This is an optimization exercise on Yosys and OpenROAD, whose aim is small area, a short achievable clock period and few clock cycles per item, not a production implementation. The RTL was checked by simulation tests, not by an equivalence proof against the original design.

==> flow/design.v (outline; a module is shown in full before it is edited, if it fits) <==
// module cg_tree_mac: 1223 lines
// module cg_tree_sq: 1157 lines
// module cg_alpha_divider: 132 lines
// module cg_tree_upd: 1064 lines
// module cg_step_top: 355 lines
module cg_step_top
(
	input wire clk,
	input wire reset,
	input wire in_valid,
	input wire [127:0] in_elem,
	output logic busy,
	output logic out_valid,
	output logic [63:0] out_elem,
	output logic out_last,
	output logic zero_div
);
  // ...
==> flow/run.sh <==
#!/bin/bash
# synth_recipe.tcl (not shown) runs the flow's synth.tcl, then flattens the netlist and writes it again
# the make line also repeats each setting of config.mk as NAME=value (left out here)
make -C /OpenROAD-flow-scripts/flow DESIGN_CONFIG=/design/flow/config.mk WORK_HOME=/design/flow/orfs CLKGATE_MAP_FILE= SYNTH_SCRIPT=/design/flow/synth_recipe.tcl finish
==> flow/config.mk <==
export PLATFORM = sky130hd
export DESIGN_NAME = cg_step_top
export DESIGN_NICKNAME = cg_step_top
export VERILOG_FILES = /design/flow/design.v
export SDC_FILE = /design/flow/constraint.sdc
export NUM_CORES = 4
export LEC_CHECK = 0
export CAP_MARGIN = 20
export CORE_MARGIN = 2
export CORE_UTILIZATION = 40
export SLEW_MARGIN = 20
==> flow/constraint.sdc <==
create_clock -name core_clock -period 12.0 [get_ports {clk}]
set_input_delay 2.4000 -clock core_clock [delete_from_list [all_inputs] [get_ports {clk}]]
set_output_delay 2.4000 -clock core_clock [all_outputs]
set_load 0.01 [all_outputs]
==> out/qor.txt, run 1 <==
Status = no timing/DRC/antenna violations
Worst setup SP type = flip-flop
Slowest CP cell = clkinv_1
Buf/Inv on CP = 3
Biggest Area Class = multi-input combinational cells
Max Cap Violations = 0
Fill cells = 56170
Fin. max-slew vios = 0
Footprint of the multi-input gates = 122600 µm²
Setup WS pre-CTS = 5.741 ns
Final Hold Fails = 0
TritonCTS buffer count = 431
Cell Area, Synth = 250500 µm²
Buffer share of cell area = 0.01904
R2R cell count = 13
Min-Delay Endpoint = u1_last$_DFF_P_
M3 GR Usage = 0.05947
Layout net count = 22000
Multi-input gate share of total cell area = 0.4457
Critical path destination = pap_s[27]$_DFFE_PP_
WL/cell = 27.38 µm
Max FFs per register = 2816
Post-Synth Adder-Cell Area = 0.1701
Routed wl met2 = 342100 µm
CP arrival = 7.04 ns
Xor/xnor cell area share of the yosys netlist = 0.05241
GRT Max-Usage Layer = met2
Initial Util = 0.4015
Wire length of the first global-routing pass = 1140000 µm
Most frequent cell after synthesis = edfxtp_1
DR vias/cell = 5.883
Tcrit/Tclk final = 0.5301
Fin cells = 28310
Residual DRC = 0
Post-synth top area share = 0.4205
Placeable Area = 623700 µm²
Clock buffers = 551
Register share of the cell area = 0.4216
Testbench counts, summed over its fixed seeds: cycles 1,219, items 128.
==> module cg_alpha_divider, before the edit <==
module cg_alpha_divider
#(
	parameter int S = 1
)
(
	input wire clk,
	input wire reset,
	input wire start,
	input wire [31:0] mag_n,
	input wire [31:0] mag_d,
	input wire [5:0] lz_n,
	input wire [5:0] lz_d,
	input wire negative,
	input wire zero,
	input wire take,
	output logic ready,
	output logic free,
	output logic running_next,
	output logic [5:0] left_next,
	output logic [31:0] alpha,
	output logic alpha_zero
);
	localparam int K = 2 * S;
	logic signed [7:0] m;
	logic [5:0] mm;
	logic [47:0] num;
	logic [47:0] rem0;
	logic [47:0] work0;
	always_comb
	begin
		m = 8'd17 + {2'b0, lz_d} - {2'b0, lz_n};
		if (m <= 0)
			mm = 6'd0;
		else if (m >= 48)
			mm = 6'd48;
		else
			mm = 6'(((m + K - 1) / K) * K);
		num = {mag_n, 16'b0};
		rem0 = num >> mm;
		work0 = num << (6'd48 - mm);
	end
	logic running;
	logic [5:0] left;
	logic [47:0] work;
	logic [31:0] rem;
	logic [31:0] dvs;
	logic [33:0] dvs3;
	logic neg_r;
	logic zero_r;
	assign ready = running && (left == 6'd0);
	assign free = !running;
	assign running_next = running && !(ready && take);
	assign left_next = (left != 6'd0) ? left - 6'd1 : left;
	logic [31:0] rem_n;
	logic [47:0] work_n;
	always_comb
	begin
		logic [33:0] trial;
		logic [34:0] d1;
		logic [34:0] d2;
		logic [34:0] d3;
		rem_n = rem;
		work_n = work;
		for (int i = 0; i < S; i++)
		begin
			trial = {rem_n, work_n[47:46]};
			d1 = {1'b0, trial} - {3'b0, dvs};
			d2 = {1'b0, trial} - {2'b0, dvs, 1'b0};
			d3 = {1'b0, trial} - {1'b0, dvs3};
			if (!d3[34])
			begin
				work_n = {work_n[45:0], 2'd3};
				rem_n = d3[31:0];
			end
			else if (!d2[34])
			begin
				work_n = {work_n[45:0], 2'd2};
				rem_n = d2[31:0];
			end
			else if (!d1[34])
			begin
				work_n = {work_n[45:0], 2'd1};
				rem_n = d1[31:0];
			end
			else
			begin
				work_n = {work_n[45:0], 2'd0};
				rem_n = trial[31:0];
			end
		end
	end
	assign alpha = zero_r ? 32'd0 : (neg_r ? -work[31:0] : work[31:0]);
	assign alpha_zero = zero_r;
	always_ff @(posedge clk)
	begin
		if (reset)
		begin
			running <= 1'b0;
			left <= '0;
		end
		else
		begin
			if (start)
			begin
				running <= 1'b1;
				left <= 6'(mm / K);
			end
			else
			begin
				running <= running_next;
				left <= left_next;
			end
		end
	end
	always_ff @(posedge clk)
	begin
		if (start)
		begin
			rem <= rem0[31:0];
			work <= work0;
			dvs <= mag_d;
			dvs3 <= {2'b0, mag_d} + {1'b0, mag_d, 1'b0};
			neg_r <= negative;
			zero_r <= zero;
		end
		else if (running && (left != 6'd0))
		begin
			rem <= rem_n;
			work <= work_n;
		end
	end
endmodule
==> module cg_step_top, before the edit <==
module cg_step_top
(
	input wire clk,
	input wire reset,
	input wire in_valid,
	input wire [127:0] in_elem,
	output logic busy,
	output logic out_valid,
	output logic [63:0] out_elem,
	output logic out_last,
	output logic zero_div
);
	localparam int M = 22;
	localparam int AW = $clog2(M);
	localparam int CW = $clog2(M + 1);
	logic [127:0] mem [M];
	logic [AW-1:0] wr_ptr;
	logic [AW-1:0] rd_ptr;
	logic [CW-1:0] count;
	logic rd_go;
	always_ff @(posedge clk)
	begin
		if (in_valid)
			mem[wr_ptr] <= in_elem;
	end
	logic [2:0] in_cnt;
	logic s0_v;
	logic s0_first;
	logic s0_last;
	logic [31:0] s0_r;
	logic [31:0] s0_p;
	logic [31:0] s0_ap;
	always_ff @(posedge clk)
	begin
		if (reset)
		begin
			in_cnt <= '0;
			s0_v <= 1'b0;
		end
		else
		begin
			if (in_valid)
				in_cnt <= in_cnt + 3'd1;
			s0_v <= in_valid;
		end
	end
	always_ff @(posedge clk)
	begin
		s0_first <= (in_cnt == 3'd0);
		s0_last <= (in_cnt == 3'd7);
		s0_r <= in_elem[95:64];
		s0_p <= in_elem[63:32];
		s0_ap <= in_elem[31:0];
	end
	logic [47:0] rr_s;
	logic [47:0] rr_c;
	logic [47:0] pap_s;
	logic [47:0] pap_c;
	logic [47:0] rr_s_n;
	logic [47:0] rr_c_n;
	logic [47:0] pap_s_n;
	logic [47:0] pap_c_n;
	logic dot_done;
	cg_tree_sq u_sq (
		.u(s0_r),
		.e0(s0_first ? 48'd0 : rr_s),
		.e1(s0_first ? 48'd0 : rr_c),
		.s(rr_s_n),
		.c(rr_c_n)
	);
	cg_tree_mac u_mac (
		.a(s0_p),
		.b(s0_ap),
		.e0(s0_first ? 48'd0 : pap_s),
		.e1(s0_first ? 48'd0 : pap_c),
		.s(pap_s_n),
		.c(pap_c_n)
	);
	always_ff @(posedge clk)
	begin
		if (s0_v)
		begin
			rr_s <= rr_s_n;
			rr_c <= rr_c_n;
			pap_s <= pap_s_n;
			pap_c <= pap_c_n;
		end
	end
	always_ff @(posedge clk)
	begin
		if (reset)
			dot_done <= 1'b0;
		else
			dot_done <= s0_v && s0_last;
	end
	function automatic logic [5:0] lzc32(input logic [31:0] v);
		lzc32 = 6'd32;
		for (int i = 0; i < 32; i++)
			if (v[i])
				lzc32 = 6'(31 - i);
	endfunction
	logic [47:0] rr_sum;
	logic [47:0] rr_dec;
	logic [47:0] pap_sum;
	logic [47:0] pap_dec;
	logic [77:0] pair_in;
	always_comb
	begin
		logic [31:0] ma;
		logic [31:0] mb;
		rr_sum = rr_s + rr_c;
		rr_dec = rr_s + rr_c + 48'hffff_ffff_0000;
		pap_sum = pap_s + pap_c;
		pap_dec = pap_s + pap_c + 48'hffff_ffff_0000;
		ma = rr_sum[47] ? ~rr_dec[47:16] : rr_sum[47:16];
		mb = pap_sum[47] ? ~pap_dec[47:16] : pap_sum[47:16];
		pair_in = {lzc32(ma), lzc32(mb), rr_sum[47] ^ pap_sum[47], pap_sum[47:16] == 32'd0, ma, mb};
	end
	logic [77:0] pq0;
	logic [77:0] pq1;
	logic [1:0] pq_n;
	logic pq_pop;
	logic [77:0] pq_head;
	assign pq_head = pq0;
	always_ff @(posedge clk)
	begin
		if (pq_pop)
			pq0 <= (pq_n == 2'd2) ? pq1 : pair_in;
		else if (pq_n == 2'd0)
			pq0 <= pair_in;
		if (dot_done)
			pq1 <= pair_in;
	end
	always_ff @(posedge clk)
	begin
		if (reset)
			pq_n <= '0;
		else
			pq_n <= pq_n + 2'(dot_done) - 2'(pq_pop);
	end
	logic [1:0] dv_ready;
	logic [1:0] dv_free;
	logic [1:0] dv_start;
	logic [1:0] dv_take;
	logic [1:0] dv_running_n;
	logic [5:0] dv_left_n [2];
	logic [31:0] dv_alpha [2];
	logic [1:0] dv_zero;
	logic dv_in;
	logic dv_out;
	logic div_ready;
	logic div_take;
	logic div_running_n;
	logic [5:0] div_left_n;
	logic [31:0] div_alpha;
	logic div_zero;
	assign pq_pop = (pq_n != 2'd0) && dv_free[dv_in];
	assign dv_start = {pq_pop && dv_in, pq_pop && !dv_in};
	assign dv_take = {div_take && dv_out, div_take && !dv_out};
	assign div_ready = dv_ready[dv_out];
	assign div_alpha = dv_alpha[dv_out];
	assign div_zero = dv_zero[dv_out];
	always_ff @(posedge clk)
	begin
		if (reset)
		begin
			dv_in <= 1'b0;
			dv_out <= 1'b0;
		end
		else
		begin
			if (pq_pop)
				dv_in <= !dv_in;
			if (div_take)
				dv_out <= !dv_out;
		end
	end
	always_comb
	begin
		logic o;
		o = dv_out ^ div_take;
		div_running_n = dv_running_n[o];
		div_left_n = dv_left_n[o];
	end
	for (genvar g = 0; g < 2; g++)
	begin : g_div
		cg_alpha_divider #(.S(1)) u_div (
			.clk(clk),
			.reset(reset),
			.start(dv_start[g]),
			.mag_n(pq_head[63:32]),
			.mag_d(pq_head[31:0]),
			.lz_n(pq_head[77:72]),
			.lz_d(pq_head[71:66]),
			.negative(pq_head[65]),
			.zero(pq_head[64]),
			.take(dv_take[g]),
			.ready(dv_ready[g]),
			.free(dv_free[g]),
			.running_next(dv_running_n[g]),
			.left_next(dv_left_n[g]),
			.alpha(dv_alpha[g]),
			.alpha_zero(dv_zero[g])
		);
	end
	logic [2:0] rd_cnt;
	logic [2:0] rd_cnt_n;
	logic [CW-1:0] count_n;
	logic [1:0] wait_n;
	logic [1:0] wait_nn;
	logic u0_v;
	logic u0_last;
	logic [127:0] u0_e;
	logic [15:0] a_neg;
	logic [15:0] a_one;
	logic [15:0] a_two;
	logic a_zero;
	assign rd_go = (rd_cnt != 3'd0) || div_ready;
	assign div_take = (rd_cnt == 3'd0) && div_ready;
	assign rd_cnt_n = rd_go ? rd_cnt + 3'd1 : rd_cnt;
	assign count_n = count + CW'(in_valid) - CW'(rd_go);
	assign wait_nn = wait_n + 2'(in_valid && (in_cnt == 3'd7)) - 2'(div_take);
	always_ff @(posedge clk)
	begin
		if (reset)
		begin
			rd_cnt <= '0;
			rd_ptr <= '0;
			wr_ptr <= '0;
			count <= '0;
			wait_n <= '0;
			u0_v <= 1'b0;
		end
		else
		begin
			if (in_valid)
				wr_ptr <= (wr_ptr == AW'(M - 1)) ? '0 : wr_ptr + 1'b1;
			if (rd_go)
				rd_ptr <= (rd_ptr == AW'(M - 1)) ? '0 : rd_ptr + 1'b1;
			rd_cnt <= rd_cnt_n;
			count <= count_n;
			wait_n <= wait_nn;
			u0_v <= rd_go;
		end
	end
	always_ff @(posedge clk)
	begin
		u0_e <= mem[rd_ptr];
		u0_last <= (rd_cnt == 3'd7);
		if (div_take)
		begin
			for (int i = 0; i < 16; i++)
			begin
				logic b2;
				logic b1;
				logic b0;
				b2 = div_alpha[2 * i + 1];
				b1 = div_alpha[2 * i];
				b0 = (i == 0) ? 1'b0 : div_alpha[(i == 0) ? 0 : 2 * i - 1];
				a_neg[i] <= b2;
				a_one[i] <= b1 ^ b0;
				a_two[i] <= (b2 & ~b1 & ~b0) | (~b2 & b1 & b0);
			end
			a_zero <= div_zero;
		end
	end
	localparam int SLACK = M - 16;
	logic busy_n;
	always_comb
	begin
		logic rdy_n;
		logic go_n;
		logic [3:0] reads_n;
		logic [1:0] vw;
		logic soon;
		rdy_n = div_running_n && (div_left_n == 6'd0);
		go_n = (rd_cnt_n != 3'd0) || rdy_n;
		reads_n = go_n ? 4'd8 - {1'b0, rd_cnt_n} : 4'd0;
		vw = wait_nn - 2'((rd_cnt_n == 3'd0) && rdy_n);
		soon = (SLACK >= 8) ||
			(div_running_n && (div_left_n <= 6'(SLACK)) && (reads_n <= 4'(SLACK)));
		busy_n = (vw == 2'd3) || ((vw == 2'd2) && !soon);
	end
	always_ff @(posedge clk)
	begin
		if (reset)
			busy <= 1'b0;
		else
			busy <= busy_n;
	end
	logic [47:0] x_s_n;
	logic [47:0] x_c_n;
	logic [47:0] r_s_n;
	logic [47:0] r_c_n;
	logic [47:0] x_s;
	logic [47:0] x_c;
	logic [47:0] r_s;
	logic [47:0] r_c;
	logic u1_v;
	logic u1_last;
	logic u1_zero;
	cg_tree_upd u_upd_x (
		.a(u0_e[63:32]),
		.neg(a_neg),
		.one(a_one),
		.two(a_two),
		.e0(u0_e[127:96]),
		.s(x_s_n),
		.c(x_c_n)
	);
	cg_tree_upd u_upd_r (
		.a(u0_e[31:0]),
		.neg(a_neg),
		.one(a_one),
		.two(a_two),
		.e0(~u0_e[95:64]),
		.s(r_s_n),
		.c(r_c_n)
	);
	always_ff @(posedge clk)
	begin
		x_s <= x_s_n;
		x_c <= x_c_n;
		r_s <= r_s_n;
		r_c <= r_c_n;
		u1_last <= u0_last;
		u1_zero <= a_zero;
	end
	always_ff @(posedge clk)
	begin
		if (reset)
		begin
			u1_v <= 1'b0;
			out_valid <= 1'b0;
			out_last <= 1'b0;
			zero_div <= 1'b0;
		end
		else
		begin
			u1_v <= u0_v;
			out_valid <= u1_v;
			out_last <= u1_v && u1_last;
			zero_div <= u1_v && u1_zero;
		end
	end
	logic [47:0] x_sum;
	logic [47:0] r_sum;
	assign x_sum = x_s + x_c;
	assign r_sum = r_s + r_c;
	always_ff @(posedge clk)
	begin
		out_elem[63:32] <= x_sum[47:16];
		out_elem[31:0] <= ~r_sum[47:16];
	end
endmodule
==> inputs of run 2 (changes only) <==
--- a/flow/design.v
+++ b/flow/design.v
@@ -2411,8 +2411,6 @@
 	input wire start,
 	input wire [31:0] mag_n,
 	input wire [31:0] mag_d,
-	input wire [5:0] lz_n,
-	input wire [5:0] lz_d,
 	input wire negative,
 	input wire zero,
 	input wire take,
@@ -2424,23 +2422,41 @@
 	output logic alpha_zero
 );
 	localparam int K = 2 * S;
-	logic signed [7:0] m;
-	logic [5:0] mm;
-	logic [47:0] num;
-	logic [47:0] rem0;
+	function automatic logic [5:0] lzc32(input logic [31:0] v);
+		lzc32 = 6'd32;
+		for (int i = 0; i < 32; i++)
+			if (v[i])
+				lzc32 = 6'(31 - i);
+	endfunction
+	logic [5:0] lzn;
+	logic [5:0] lzd;
+	logic [6:0] m;
+	logic [5:0] mu;
+	logic [5:0] steps;
+	logic [1:0] pad;
+	logic none;
+	logic [31:0] an;
+	logic [31:0] rsh;
+	logic [51:0] wsh;
+	logic [31:0] rem0;
 	logic [47:0] work0;
 	always_comb
 	begin
-		m = 8'd17 + {2'b0, lz_d} - {2'b0, lz_n};
-		if (m <= 0)
-			mm = 6'd0;
-		else if (m >= 48)
-			mm = 6'd48;
-		else
-			mm = 6'(((m + K - 1) / K) * K);
-		num = {mag_n, 16'b0};
-		rem0 = num >> mm;
-		work0 = num << (6'd48 - mm);
+		lzn = lzc32(mag_n);
+		lzd = lzc32(mag_d);
+		m = 7'd17 + {1'b0, lzd} - {1'b0, lzn};
+		none = m[6] || (m == 7'd0);
+		mu = (m[5:0] > 6'd48) ? 6'd48 : m[5:0];
+		steps = '0;
+		for (int v = 1; v <= 48; v++)
+			if (mu == 6'(v))
+				steps = 6'((v + K - 1) / K);
+		pad = (2'd0 - (2'd1 + lzd[1:0] - lzn[1:0])) & 2'(K - 1);
+		an = mag_n << lzn[4:0];
+		rsh = an >> lzd[4:0];
+		wsh = {4'b0, an, 16'b0} << (5'd31 - lzd[4:0]);
+		rem0 = rsh >> ({1'b0, pad} + 3'd1);
+		work0 = 48'(wsh >> pad);
 	end
 	logic running;
 	logic [5:0] left;
@@ -2450,6 +2466,7 @@
 	logic [33:0] dvs3;
 	logic neg_r;
 	logic zero_r;
+	logic qz_r;
 	assign ready = running && (left == 6'd0);
 	assign free = !running;
 	assign running_next = running && !(ready && take);
@@ -2492,7 +2509,7 @@
 			end
 		end
 	end
-	assign alpha = zero_r ? 32'd0 : (neg_r ? -work[31:0] : work[31:0]);
+	assign alpha = (zero_r || qz_r) ? 32'd0 : (neg_r ? -work[31:0] : work[31:0]);
 	assign alpha_zero = zero_r;
 	always_ff @(posedge clk)
 	begin
@@ -2506,7 +2523,7 @@
 			if (start)
 			begin
 				running <= 1'b1;
-				left <= 6'(mm / K);
+				left <= none ? 6'd0 : steps;
 			end
 			else
 			begin
@@ -2519,12 +2536,13 @@
 	begin
 		if (start)
 		begin
-			rem <= rem0[31:0];
+			rem <= rem0;
 			work <= work0;
 			dvs <= mag_d;
 			dvs3 <= {2'b0, mag_d} + {1'b0, mag_d, 1'b0};
 			neg_r <= negative;
 			zero_r <= zero;
+			qz_r <= none;
 		end
 		else if (running && (left != 6'd0))
 		begin
@@ -3696,17 +3714,11 @@
 		else
 			dot_done <= s0_v && s0_last;
 	end
-	function automatic logic [5:0] lzc32(input logic [31:0] v);
-		lzc32 = 6'd32;
-		for (int i = 0; i < 32; i++)
-			if (v[i])
-				lzc32 = 6'(31 - i);
-	endfunction
 	logic [47:0] rr_sum;
 	logic [47:0] rr_dec;
 	logic [47:0] pap_sum;
 	logic [47:0] pap_dec;
-	logic [77:0] pair_in;
+	logic [65:0] pair_in;
 	always_comb
 	begin
 		logic [31:0] ma;
@@ -3717,13 +3729,13 @@
 		pap_dec = pap_s + pap_c + 48'hffff_ffff_0000;
 		ma = rr_sum[47] ? ~rr_dec[47:16] : rr_sum[47:16];
 		mb = pap_sum[47] ? ~pap_dec[47:16] : pap_sum[47:16];
-		pair_in = {lzc32(ma), lzc32(mb), rr_sum[47] ^ pap_sum[47], pap_sum[47:16] == 32'd0, ma, mb};
+		pair_in = {rr_sum[47] ^ pap_sum[47], pap_sum[47:16] == 32'd0, ma, mb};
 	end
-	logic [77:0] pq0;
-	logic [77:0] pq1;
+	logic [65:0] pq0;
+	logic [65:0] pq1;
 	logic [1:0] pq_n;
 	logic pq_pop;
-	logic [77:0] pq_head;
+	logic [65:0] pq_head;
 	assign pq_head = pq0;
 	always_ff @(posedge clk)
 	begin
@@ -3793,8 +3805,6 @@
 			.start(dv_start[g]),
 			.mag_n(pq_head[63:32]),
 			.mag_d(pq_head[31:0]),
-			.lz_n(pq_head[77:72]),
-			.lz_d(pq_head[71:66]),
 			.negative(pq_head[65]),
 			.zero(pq_head[64]),
 			.take(dv_take[g]),
==> run 2 against run 1 <==
Still clean on timing, DRC and antenna. Clock-buffer cell count is 9 lower. Hold slack better by 0.0018 ns. Cell count increased by 0.78%. Synthesized cell count increased by 1.1%. Synthesized area is 0.24% higher. Largest cell class unchanged. Sequential share of layout area fell by 0.30 points. First-iteration DRC count rose by 4.7%. Worst setup slack got worse by 0.43 ns. Via count rose by 1.4%. Utilization about the same.
==> out/qor.txt, run 2 <==
Critical R2R Launch = pq0[33]$_DFFE_PP_
Crit-path max cell delay = 0.90 ns
Clk slew on worst S/H paths = 0.06 ns
Layout cells sized above 1 = 0.1087
Min-delay src = u0_last$_DFF_P_
Synth Warn # = 4
Crit path kind = reg -> reg
Initial Util = 0.4020 (+0.0005031)
CTS root buffer = clkbuf_16
Max Clk Rate = 147.4 MHz
Initial antenna violation count = 95
Final setup fails = 0
Mean Syn Cell Area = 12.34 µm²
Post-synth top area share = 0.4168 (-0.003646)
Status = no timing/DRC/antenna violations
Register with the most flip-flops = mem
Max clock buf depth = 4
Commonest non-fill, non-tap cells in the layout = 3485 x edfxtp_1, 1689 x fa_1, 1635 x inv_1
CP Capture Type = flip-flop
Die width = 796.2 µm
Most frequent cell after synthesis = edfxtp_1
Worst setup SP type = flip-flop
Max Cap Violations = 0 (unchanged)
Most used cell, CP = a211oi_1
R2R setup slack = 5.21 ns
GRT Total Usage = 0.2464
Largest net degree at the start of global routing = 129
RR Endpoint = g_div[0].u_div.rem[26]$_DFFE_PP_
Setup_tns = 0 ns
Fin. max-slew vios = 0 (unchanged)
Worst Skew = 0.1750 ns
Antenna Nets Post-Route = 0
Placer Congestion = 0.9152
Total Wirelength = 799500 µm
Worst hold stages = 0
Worst-Skew Late Latency = 1.11 ns
CTS tree = done
Cts repair resizes = 0
Placeable Area = 624500 µm² (+0.12%)
CTS Hold Buffers Added = 0
Fill cells = 56400 (+0.40%)
Main synth FF type = edfxtp_1
Largest regs = mem (2816), u0_e (128), g_div.u_div.work (96)
Slew Limit Headroom = 0.07591
Final Hold Fails = 0 (unchanged)
TritonCTS buffer count = 425 (-1.4%)
Residual DRC = 0 (unchanged)
Tcrit/Tclk final = 0.5655 (+0.03544)
R2R cell count = 17 (+4)
Unrepaired setup endpoints after global routing = no
Critical path, cell by cell = nor2_1 > o31ai_1 > a211oi_1 > o311a_1 > o21a_1 > buf_4 > inv_2 > buf_4 > mux2_2 > mux2i_1 > o211ai_1 > a211oi_1 > a211oi_1 > o31ai_1 > nor2_1 > o21ai_0 > a22oi_1
Setup WS pre-CTS = 5.425 ns (-0.3161 ns)
Layout net count = 22200 (+0.93%)
# port buffers = 198
Req. time, crit path = 12.65 ns
EDFF count, synth = 3485
Syn-to-layout area delta = 9.718%
Wire length of the first global-routing pass = 1166000 µm (+2.3%)
DPL Wire Length = 515200 µm
Worst hold path class = reg -> reg
Crit-path leading delay family = compound AO/OA/AOI/OAI gates
Commonest non-fill, non-tap cell in the layout = edfxtp_1
Fin worst setup slack = 5.214 ns
Via count = 169000
Register bit count reported by yosys = 4010
Cell Area, Synth = 251100 µm² (+0.24%)
DR vias/cell = 5.922 (+0.66%)
Synth cell types = 104
Cells after synthesis = 20340
Min-Delay Endpoint = u1_last$_DFF_P_
Top cells by count, synth = 3485 x edfxtp_1, 1689 x fa_1, 1637 x inv_1
Buf/Inv on CP = 3 (unchanged)
Number of iterations in the first detailed-routing pass = 8
Cell accounting for the most synthesized area = edfxtp_1
Max FFs per register = 2816 (unchanged)
Slowest CP cell = o31ai_1
Die ar. = 634000 µm²
Worst-path maximum fanout = 44
CTS sink count = 4010
Vias in the first global route = 167200
GR Overflow Total = 0
Tmin final = 6.786 ns
Row Count = 290
Die H = 796.2 µm
CP arrival = 7.43 ns (+0.39 ns)
Drt initial violations = 20310
Top post-synthesis cells by area = edfxtp_1 42%, fa_1 13%, mux4_2 7.0%
Post-CTS setup buffers = 0
Synthesized Nets = 22780
WL/cell = 28.02 µm (+2.3%)
IO Pins = 199
Sequential-to-total area share from yosys stat = 0.4587
Async SR Flop Fraction = 0
Slew @ Worst Pin = 1.386 ns
CTS H-tree depth = 5
[run 2: cell type report]
| class | instances | area, µm² | share of cell area |
|---|---|---|---|
| well taps | 8322 | 10410 | 0.03780 |
| inverters | 1657 | 6235 | 0.02263 |
| repair buffers | 629 | 5440 | 0.01975 |
| clock buffers | 542 | 11460 | 0.04160 |
| multi-input cells | 13050 | 123700 | 0.4492 |
| flip-flops and latches | 4010 | 115300 | 0.4186 |
| diodes | 74 | 185.2 | 0.0006723 |
| clock inverters | 256 | 2699 | 0.009798 |
[run 2: metal layers]
metal | vias up | wire (µm) | global-route usage
li1 | 72330 | - | -
met1 | 86510 | 334600 | 0.3494
met2 | 8529 | 352400 | 0.3740
met3 | 1547 | 84510 | 0.06150
met4 | 60 | 27550 | 0.07437
met5 | - | 391 | 0
[run 2: worst max-delay path by stage]
stage,startpoint,end,slack (ns),cells after the start
detailed placement,pq0[33]$_DFFE_PP_,g_div[0].u_div.rem[26]$_DFFE_PP_,5.43,17
CTS,pq0[33]$_DFFE_PP_,g_div[0].u_div.rem[26]$_DFFE_PP_,5.39,17
floorplan,in_valid,wr_ptr[2]$_SDFFE_PP0P_,5.80,4
finish,pq0[33]$_DFFE_PP_,g_div[0].u_div.rem[26]$_DFFE_PP_,5.21,17
global route,pq0[33]$_DFFE_PP_,g_div[0].u_div.rem[26]$_DFFE_PP_,4.99,17
global placement,pq0[33]$_DFFE_PP_,g_div[0].u_div.rem[26]$_DFFE_PP_,5.45,17
[run 2: cells by family (layout without fill, tap and decap cells)]
group,Yosys count,after routing,share of synthesized area
muxes,1094,1094,0.08296
adders and majority gates,2441,2441,0.1708
other,0,74,0
and+or+nand+nor,3699,3699,0.07053
xor gates and xnor gates,1496,1496,0.05219
DFF,4010,4010,0.4587
buffers and inverters,3288,3084,0.04938
AOI/OAI and AO/OA,4315,4315,0.1155
[run 2: per-stage QoR]
stage / instance area, µm² / hold WS [ns] / cells / util
floorplan: 251100 / 0.3096 / 20340 / -
global placement: 261100 / 0.3277 / 27660 / 0.4181
detailed placement: 261100 / 0.3428 / 27660 / 0.4182
CTS: 275300 / 0.3572 / 28460 / 0.4408
global route: 275300 / 0.3603 / 28470 / 0.4408
finish: 275500 / 0.3515 / 28540 / 0.4411
[run 2: worst reg2reg max path, delay by kind of cell (launching register included)]
family	cells	cell delay (ns)
muxes	2	0.69
DFF	1	0.62
buffers and inverters	3	1.04
AOI/OAI and AO/OA	10	3.95
and+or+nand+nor	2	0.17
Testbench counts of run 2, summed over its fixed seeds: cycles 1,219, items 128.

re-timing with driven ports:
No port has a modelled driver above. Below, the same layouts with a new extraction and two added sets of constraints.
Step 1: set_driving_cell puts a clkbuf_16 on clk and a buf_2 on each other input, an assumption about the parent block.
Step 2 adds t to the input delays and takes it off the output delays; t is the mean of the earliest and latest rising clock arrival at the registers after step 1. Input paths then give back, and output paths get back, about the clock's delay inside the block.
Slacks: ideal ports / drivers / drivers and shift; pairs: ideal ports / drivers.
run | shift t [ns] | slack for setup (ns) | worst register clock-pin slew, ns | worst data-port slew with drivers (ns)
run 1 | 1.153 | 5.639 / 5.639 / 5.630 | 0.08 / 0.08 | 0.26
run 2 | 1.143 | 5.214 / 5.214 / 5.214 | 0.08 / 0.08 | 0.24
After both steps setup and hold are still met in every run listed. The setup slack of run 1, which loses most, moves by 0.000 ns with the drivers and by -0.009 ns with both steps.
